Context: an optimization exercise on an open-source flow, tuned for small area and a short achievable clock period. The choices shown serve that exercise and are no tape-out recipe.
Only simulation tests tie the RTL to the original design; equivalence was not proved.
Power figures rest on the tool's default switching activity, not on a simulated workload.

==> 07-04: inputs <==
Design exec_core, start of the top module:
module exec_core (
	input  logic                            clk,
	input  logic                            rst_n,
	input  logic                            instr_valid,
	input  logic [exec_pkg::data_w-1:0]     instr,
	input  logic                            dump_start,
	output logic                            busy,
	output logic                            illegal,	 
	output logic                            dump_valid,
	output logic [exec_pkg::reg_addr_w-1:0] dump_addr,
	output logic [exec_pkg::data_w-1:0]     dump_data
);
	exec_pkg::ctrl_t                 ctrl;
	logic [exec_pkg::data_w-1:0]     alu_result;
	logic                            dump_last;
	logic                            opa_en;
	logic                            opa_fix;
	logic                            fwd_dump;
	logic                            fwd_rd;
	logic [exec_pkg::data_w-1:0]     res_q;	 
	logic                            sub_i;
	logic                            dump_first;
	logic                            imm_en;
	logic [exec_pkg::data_w-1:0]     imm_ext;
	logic [exec_pkg::num_regs-1:1]   rf_rd_sel;
	logic [exec_pkg::data_w-1:0]     rf_rd_data;
	logic [exec_pkg::data_w-1:0]     rd_or;
	logic                            rf_wr_en;
	logic [exec_pkg::reg_addr_w-1:0] rf_wr_addr;
	logic [exec_pkg::data_w-1:0]     opa;
	logic [exec_pkg::data_w-1:0]     opb;
	logic [exec_pkg::data_w-1:0]     dump_word;
	exec_ctrl u_ctrl (
		.clk            (clk),
		.rst_n          (rst_n),
		.instr_valid    (instr_valid),
		.instr          (instr),
		.dump_start     (dump_start),
  ...
Settings: LEC_CHECK=0, CAP_MARGIN=10, CORE_MARGIN=2, CORE_UTILIZATION=60, SLEW_MARGIN=10; clock period 9.0 ns.
standard.sh (not shown) runs the stock make flow with config.mk's settings and CLKGATE_MAP_FILE= SYNTH_SCRIPT=/design/flow/synth_recipe.tcl, a recipe that flattens the netlist after the stock synthesis.
==> flow/flow/run.sh <==
#!/bin/bash
set -euo pipefail
export SETUP_SLACK_MARGIN=6.0
export CTS_ARGS="-sink_clustering_enable -repair_clock_nets -buf_list sky130_fd_sc_hd__clkbuf_8 -sink_clustering_size 16 -sink_clustering_max_diameter 50 -dont_use_dummy_load"
bash standard.sh > standard.log 2>&1
==> 09-01: changes against 07-04 <==
--- a/flow/design.v
+++ b/flow/design.v
@@ -55,10 +55,11 @@
 	end
 endmodule
 `timescale 1ns/1ps
 module alu_unit (
 	input  exec_pkg::ctrl_t               c,
+	input  logic                          en,	 
 	input  logic [exec_pkg::data_w-1:0]   a,	 
 	input  logic [exec_pkg::data_w-1:0]   b,	 
 	output logic [exec_pkg::data_w-1:0]   result
 );
 	localparam int n = exec_pkg::data_w;
@@ -98,16 +99,18 @@
 			mask[i] = c.left ? (i >= c.ramt) : (c.ramt == '0 || i < c.ramt);
 		end
 	end
 	always_comb begin
 		result = '0;
-		if (c.r_sum) result |= sum;
-		if (c.r_and) result |= g;
-		if (c.r_or)  result |= p | g;
-		if (c.r_xor) result |= p;
-		if (c.r_slt) result[0] |= lt;
-		if (c.r_sh)  result |= rot & mask;
+		if (en) begin
+			if (c.r_sum) result |= sum;
+			if (c.r_and) result |= g;
+			if (c.r_or)  result |= p | g;
+			if (c.r_xor) result |= p;
+			if (c.r_slt) result[0] |= lt;
+			if (c.r_sh)  result |= rot & mask;
+		end
 	end
 endmodule
 `timescale 1ns/1ps
 module dump_counter (
 	input  logic                            clk,
@@ -130,19 +133,16 @@
 	input  logic                            clk,
 	input  logic                            rst_n,
 	input  logic                            instr_valid,	 
 	input  logic [exec_pkg::data_w-1:0]     instr,
 	input  logic                            dump_start,	 
-	input  logic [exec_pkg::reg_addr_w-1:0] dump_count,
 	input  logic                            dump_last,
 	output logic [exec_pkg::num_regs-1:1]   rf_rd_sel,
 	output logic                            rf_wr_en,
 	output logic [exec_pkg::reg_addr_w-1:0] rf_wr_addr,
 	output logic                            opa_en,	 
-	output logic                            opa_fix,	 
-	output logic                            fwd_dump,	 
-	output logic                            fwd_rd,	 
+	output logic                            fwd,	 
 	output logic                            sub_i,	 
 	output logic                            imm_en,	 
 	output logic [exec_pkg::data_w-1:0]     imm_ext,
 	output exec_pkg::ctrl_t                 ctrl,
 	output logic                            dump_first,	 
@@ -165,25 +165,19 @@
 	logic                            dump_nxt;
 	logic                            exec_q;	 
 	logic                            post_q;	 
 	logic                            dump_q;
 	logic                            busy_q;	 
+	logic                            dfirst_q;	 
 	logic                            illegal_q;
 	logic                            we_e;	 
 	logic                            we_i;	 
 	logic                            wr_q;	 
-	logic                            wr3_q;	 
-	logic [exec_pkg::reg_addr_w-1:0] dest3_q;
-	logic                            fixa_q;	 
-	logic                            fixw_q;	 
-	logic                            fwdd_q;	 
-	logic                            fwd3_q;	 
 	logic [exec_pkg::num_regs-1:1]   rsel_q;	 
 	logic [exec_pkg::num_regs-1:1]   rsel_nxt;
-	logic                            fixa_nxt;
-	logic                            fwdd_nxt;
-	logic                            fwd3_nxt;
+	logic                            fwd_q;	 
+	logic                            fwd_nxt;
 	logic                            dump_go;
 	logic [exec_pkg::reg_addr_w-1:0] rs_q;
 	logic [exec_pkg::reg_addr_w-1:0] rt_q;
 	logic [exec_pkg::imm_w-1:0]      imm_q;
 	logic                            rtype_q;
@@ -257,25 +251,25 @@
 		if (!rst_n) begin
 			exec_q    <= 1'b0;
 			post_q    <= 1'b0;
 			dump_q    <= 1'b0;
 			busy_q    <= 1'b0;
+			dfirst_q  <= 1'b0;
 			illegal_q <= 1'b0;
 			we_e      <= 1'b0;
 			we_i      <= 1'b0;
 			wr_q      <= 1'b0;
-			wr3_q     <= 1'b0;
 		end else begin
 			exec_q    <= accept;
 			post_q    <= exec_q;
 			dump_q    <= dump_nxt;
 			busy_q    <= accept || dump_nxt;
+			dfirst_q  <= idle && !instr_valid && dump_start;
 			illegal_q <= accept && !legal;
 			we_e      <= accept && legal && (dest != '0);
 			we_i      <= we_e;
 			wr_q      <= we_i;
-			wr3_q     <= wr_q;
 		end
 	end
 	always_ff @(posedge clk) begin
 		if (idle) begin
 			rs_q    <= rs;
@@ -287,65 +281,43 @@
 		end
 	end
 	always_ff @(posedge clk) begin
 		dest2_q <= dest1;
 		ctrl2_q <= ctrl_q;
-		dest3_q <= dest2_q;
 	end
 	logic [exec_pkg::reg_addr_w-1:0] dest1;
 	assign dump_go = idle && !instr_valid && dump_start;
 	assign dest1   = rtype_q ? imm_q[15:11] : rt_q;
-	logic [exec_pkg::reg_addr_w-1:0] dump_ahead;
-	assign dump_ahead = dump_count + 5'd2;
 	always_comb begin
 		rsel_nxt = '0;
 		for (int i = 1; i < exec_pkg::num_regs; i++) begin
 			if (accept) rsel_nxt[i] = (rs == i);
 			else if (exec_q) rsel_nxt[i] = rtype_q && (rt_q == i);
 			else if (dump_go) rsel_nxt[i] = (i == 1);
-			else if (dump_q) rsel_nxt[i] = !dump_last && (dump_ahead == i);
-			if (wr_q && dest2_q == i) rsel_nxt[i] = 1'b0;
-		end
-	end
-	assign fixa_nxt = we_i && accept && (rs == dest1);
-	assign fwdd_nxt = we_i && dump_go && (dest1 == 5'd1);
-	always_comb begin
-		fwd3_nxt = 1'b0;
-		if (wr_q) begin
-			if (accept) fwd3_nxt = (rs == dest2_q);
-			else if (exec_q) fwd3_nxt = rtype_q && (rt_q == dest2_q);
-			else if (dump_go) fwd3_nxt = (dest2_q == 5'd1);
-			else if (dump_q) fwd3_nxt = !dump_last && (dump_ahead == dest2_q);
 		end
+		if (dump_q) rsel_nxt = rsel_q << 1;	 
 	end
+	assign fwd_nxt = we_i && (accept ? (rs == dest1) : (dump_go && dest1 == 5'd1));
 	always_ff @(posedge clk) begin
 		if (!rst_n) begin
 			rsel_q <= '0;
-			fixa_q <= 1'b0;
-			fixw_q <= 1'b0;
-			fwdd_q <= 1'b0;
-			fwd3_q <= 1'b0;
+			fwd_q  <= 1'b0;
 		end else begin
 			rsel_q <= rsel_nxt;
-			fixa_q <= fixa_nxt;
-			fixw_q <= fixa_q;
-			fwdd_q <= fwdd_nxt;
-			fwd3_q <= fwd3_nxt;
+			fwd_q  <= fwd_nxt;
 		end
 	end
 	assign rf_rd_sel = rsel_q;
-	assign fwd_rd    = fwd3_q;
-	assign fwd_dump  = fwdd_q;
-	assign opa_fix   = fixw_q;
-	assign opa_en  = !post_q || fixw_q;	 
+	assign fwd       = fwd_q;
+	assign opa_en  = !post_q;	 
 	assign sub_i   = ctrl_q.sub;	 
 	assign imm_en  = post_q && !rtype_q;
 	assign imm_ext = {{16{sext_q & imm_q[15]}}, imm_q};
-	assign rf_wr_en   = wr3_q;
-	assign rf_wr_addr = dest3_q;
+	assign rf_wr_en   = wr_q;
+	assign rf_wr_addr = dest2_q;
 	assign ctrl       = ctrl2_q;
-	assign dump_first = dump_go;
+	assign dump_first = dfirst_q;
 	assign illegal    = illegal_q;
 	assign busy       = busy_q;
 	assign dump_valid = dump_q;
 endmodule
 `timescale 1ns/1ps
@@ -363,14 +335,11 @@
 );
 	exec_pkg::ctrl_t                 ctrl;
 	logic [exec_pkg::data_w-1:0]     alu_result;
 	logic                            dump_last;
 	logic                            opa_en;
-	logic                            opa_fix;
-	logic                            fwd_dump;
-	logic                            fwd_rd;
-	logic [exec_pkg::data_w-1:0]     res_q;	 
+	logic                            fwd;
 	logic                            sub_i;
 	logic                            dump_first;
 	logic                            imm_en;
 	logic [exec_pkg::data_w-1:0]     imm_ext;
 	logic [exec_pkg::num_regs-1:1]   rf_rd_sel;
@@ -378,26 +347,22 @@
 	logic [exec_pkg::data_w-1:0]     rd_or;
 	logic                            rf_wr_en;
 	logic [exec_pkg::reg_addr_w-1:0] rf_wr_addr;
 	logic [exec_pkg::data_w-1:0]     opa;
 	logic [exec_pkg::data_w-1:0]     opb;
-	logic [exec_pkg::data_w-1:0]     dump_word;
 	exec_ctrl u_ctrl (
 		.clk            (clk),
 		.rst_n          (rst_n),
 		.instr_valid    (instr_valid),
 		.instr          (instr),
 		.dump_start     (dump_start),
-		.dump_count     (dump_addr),
 		.dump_last      (dump_last),
 		.rf_rd_sel      (rf_rd_sel),
 		.rf_wr_en       (rf_wr_en),
 		.rf_wr_addr     (rf_wr_addr),
 		.opa_en         (opa_en),
-		.opa_fix        (opa_fix),
-		.fwd_dump       (fwd_dump),
-		.fwd_rd         (fwd_rd),
+		.fwd            (fwd),
 		.sub_i          (sub_i),
 		.imm_en         (imm_en),
 		.imm_ext        (imm_ext),
 		.ctrl           (ctrl),
 		.dump_first     (dump_first),
@@ -418,25 +383,21 @@
 		.rd_sel  (rf_rd_sel),
 		.rd_or   (rd_or),
 		.rd_data (rf_rd_data),
 		.wr_en   (rf_wr_en),
 		.wr_addr (rf_wr_addr),
-		.wr_data (res_q & {exec_pkg::data_w{rst_n}})	 
+		.wr_data (alu_result)
 	);
-	assign rd_or = (imm_ext & {exec_pkg::data_w{imm_en}}) |
-		(res_q & {exec_pkg::data_w{fwd_rd}});
+	assign rd_or = imm_ext & {exec_pkg::data_w{imm_en}};
 	always_ff @(posedge clk) begin
-		if (opa_en) opa <= opa_fix ? res_q : rf_rd_data;
-		if (dump_first)    dump_word <= '0;	 
-		else if (fwd_dump) dump_word <= alu_result;
-		else               dump_word <= rf_rd_data;
-		opb   <= rf_rd_data ^ {exec_pkg::data_w{sub_i}};	 
-		res_q <= alu_result;
+		if (opa_en) opa <= fwd ? alu_result : rf_rd_data;
+		opb <= rf_rd_data ^ {exec_pkg::data_w{sub_i}};	 
 	end
 	alu_unit u_alu (
 		.c      (ctrl),
+		.en     (rst_n),	 
 		.a      (opa),
 		.b      (opb),
 		.result (alu_result)
 	);
-	assign dump_data = dump_word;
+	assign dump_data = dump_first ? '0 : opa;
 endmodule
==> flow/run.sh (new file) <==
#!/bin/bash
# synth_recipe.tcl (not shown) runs the flow's synth.tcl, then flattens the netlist and writes it again
# the make line also repeats each setting of config.mk as NAME=value (left out here)
make -C /OpenROAD-flow-scripts/flow DESIGN_CONFIG=/design/flow/config.mk WORK_HOME=/design/flow/orfs CLKGATE_MAP_FILE= SYNTH_SCRIPT=/design/flow/synth_recipe.tcl finish
==> flow/config.mk (replaced) <==
export PLATFORM = sky130hd
export DESIGN_NAME = exec_core
export DESIGN_NICKNAME = exec_core
export VERILOG_FILES = /design/flow/design.v
export SDC_FILE = /design/flow/constraint.sdc
export NUM_CORES = 4
export LEC_CHECK = 0
export CAP_MARGIN = 0
export CORE_MARGIN = 2
export CORE_UTILIZATION = 45
export CTS_BUF_LIST = sky130_fd_sc_hd__clkbuf_4
export CTS_CLUSTER_DIAMETER = 40
export CTS_CLUSTER_SIZE = 8
export SETUP_SLACK_MARGIN = 5
export SLEW_MARGIN = 0
removed: flow/flow/run.sh
removed: flow/standard.sh
==> 05-10: changes against 07-04 <==
==> flow/flow/run.sh (replaced) <==
#!/bin/bash
set -euo pipefail
export SETUP_SLACK_MARGIN=6.0
bash standard.sh > standard.log 2>&1
--- a/flow/config.mk
+++ b/flow/config.mk
@@ -5,7 +5,10 @@
 export SDC_FILE = /design/flow/constraint.sdc
 export NUM_CORES = 4
 export LEC_CHECK = 0
 export CAP_MARGIN = 10
 export CORE_MARGIN = 2
-export CORE_UTILIZATION = 60
+export CORE_UTILIZATION = 52
+export CTS_BUF_LIST = sky130_fd_sc_hd__clkbuf_8
+export CTS_CLUSTER_DIAMETER = 50
+export CTS_CLUSTER_SIZE = 16
 export SLEW_MARGIN = 10
==> 12-28: changes against 07-04 <==
--- a/flow/config.mk
+++ b/flow/config.mk
@@ -5,7 +5,7 @@
 export SDC_FILE = /design/flow/constraint.sdc
 export NUM_CORES = 4
 export LEC_CHECK = 0
 export CAP_MARGIN = 10
 export CORE_MARGIN = 2
-export CORE_UTILIZATION = 60
+export CORE_UTILIZATION = 56
 export SLEW_MARGIN = 10
==> summary.md <==
| Metric | Value |
|---|---|
| Critical path capture point type | `flip-flop` |
| Total power consumption of the routed design | `about 13 mW` |
| Seq pwr | `7.87 mW` |
| Portion of the post-synthesis area used by sequential elements | `70.5%` |
| Largest net degree at the start of global routing | `66` |
| Setup bufs post-CTS | `23` |
| Launch point of the worst path | `opa[0]` |
| Logic depth of the worst setup path including buffers | `14` |
| Clock tree skew after final layout | `about 0.13 ns` |
| Status | `timing/DRC/antenna clean` |
| Combined area of the multi-input logic cells | `14500 sq um` |
The numbers above come from 07-04.

==> summary.md <==
| Metric | Value |
|---|---|
| Setup bufs post-CTS | `20` |
| Clock sinks | `1228` |
| Logic depth of the worst setup path including buffers | `12` |
| Clock tree skew after final layout | `0.111 ns` |
| Most crowded layer after global routing | `met2` |
| TritonCTS clock tree | `built` |
| Portion of the post-synthesis area used by sequential elements | `70.5%` |
| Cell types with the largest area share after synthesis | `sky130_fd_sc_hd__edfxtp_1 64%, sky130_fd_sc_hd__dfxtp_1 6.7%, sky130_fd_sc_hd__a22oi_1 5.3%` |
| Combined area of the multi-input logic cells | `about 15000 sq um` |
| Clock-net power | `~2.9 mW` |
| Fraction of the mapped netlist area in adder cells | `around 2.0%` |
| Cell family contributing the most delay on the critical path | `compound AO/OA/AOI/OAI gates` |
| Reg2reg setup slack | `5.82 ns` |
| Launch point of the worst path | `opa[0]` |
| Status | `timing/DRC/antenna clean` |
| Ant diodes | `2` |
| Seq pwr | `approximately 7.9 mW` |
| Antenna violations before repair | `2` |
| Worst-case vdd ir drop | `roughly 0.18 mV` |
The numbers above come from 12-28.

==> summary.md <==
| Metric | Value |
|---|---|
| Post-Synth Simple-Gate Area | `5.77%` |
| Total power consumption of the routed design | `roughly 12 mW` |
| Status | `timing/DRC/antenna clean` |
| Initial standard-cell utilization of the core | `45.5%` |
| Cell types with the largest area share after synthesis | `sky130_fd_sc_hd__edfxtp_1 67%, sky130_fd_sc_hd__dfxtp_1 4.1%, sky130_fd_sc_hd__a22oi_1 3.7%` |
| Worst hold path class | `reg -> reg` |
| Launch point of the worst path | `u_ctrl.dfirst_q` |
| Logic depth of the worst setup path including buffers | `4` |
| Detail-routed net length per standard cell | `38.6 um` |
| Hold buffer count at cts | `0` |
| Largest net degree at the start of global routing | `52` |
| Critical path capture point type | `primary output` |
| Registers with the most flip-flops | `u_rf.regs x992, opa x32, opb x32` |
| Setup bufs post-CTS | `3` |
| Final core occ | `50.7%` |
| Seq pwr | `slightly above 7 mW` |
| Setup violations, final | `0` |
| Total wirelength of the detailed-routed design | `182000 um` |
| Number of I/O pins | `76` |
| Number of synthesis warnings | `6` |
The numbers above come from 09-01.

==> summary.md <==
| Metric | Value |
|---|---|
| Largest net degree at the start of global routing | `56` |
| Status | `timing/DRC/antenna clean` |
| Setup bufs post-CTS | `17` |
| Clock tree skew after final layout | `0.0488 ns` |
| Combined area of the multi-input logic cells | `roughly 14000 sq um` |
| Total power consumption of the routed design | `~14 mW` |
| Leakage power | `approximately 20 nW` |
| IO buf count | `75` |
| Launch point of the worst path | `dump_word[29]` |
| Post-CTS resize count | `between 200 and 300` |
| Logic depth of the worst setup path including buffers | `1` |
| Slowest stage delay, CP | `roughly 0.37 ns` |
The numbers above come from 05-10.

## re-timing with driven ports
In the flow no input, the clock included, has a driving cell. The finished layouts below were timed again as built, in two steps. Step 1: set_driving_cell puts a clkbuf_16 on clk and a buf_2 on each other input, an assumption about the parent block. Step 2 also shifts input and output timing later by t, the mid clock arrival at the registers, as if the neighbouring blocks saw the same clock. Three values: ideal ports, drivers, drivers and shift; two values: the first two.
run | t, ns | slack for setup (ns) | slew at the worst register clock pin (ns) | cell pins on the clock port's net
07-04 | 0.826 | 5.834 / 5.834 / 5.235 | 0.10 / 0.10 | 1
09-01 | 1.176 | 5.016 / 4.952 / 4.532 | 0.10 / 0.10 | 1
05-10 | 0.857 | 5.907 / 5.841 / 5.159 | 0.10 / 0.10 | 1
12-28 | 0.818 | 5.824 / 5.824 / 5.194 | 0.10 / 0.10 | 1
After both steps setup and hold are still met in every run listed. For 05-10, which loses most, drivers alone change the setup slack by -0.066 ns; drivers and shift together by -0.748 ns.
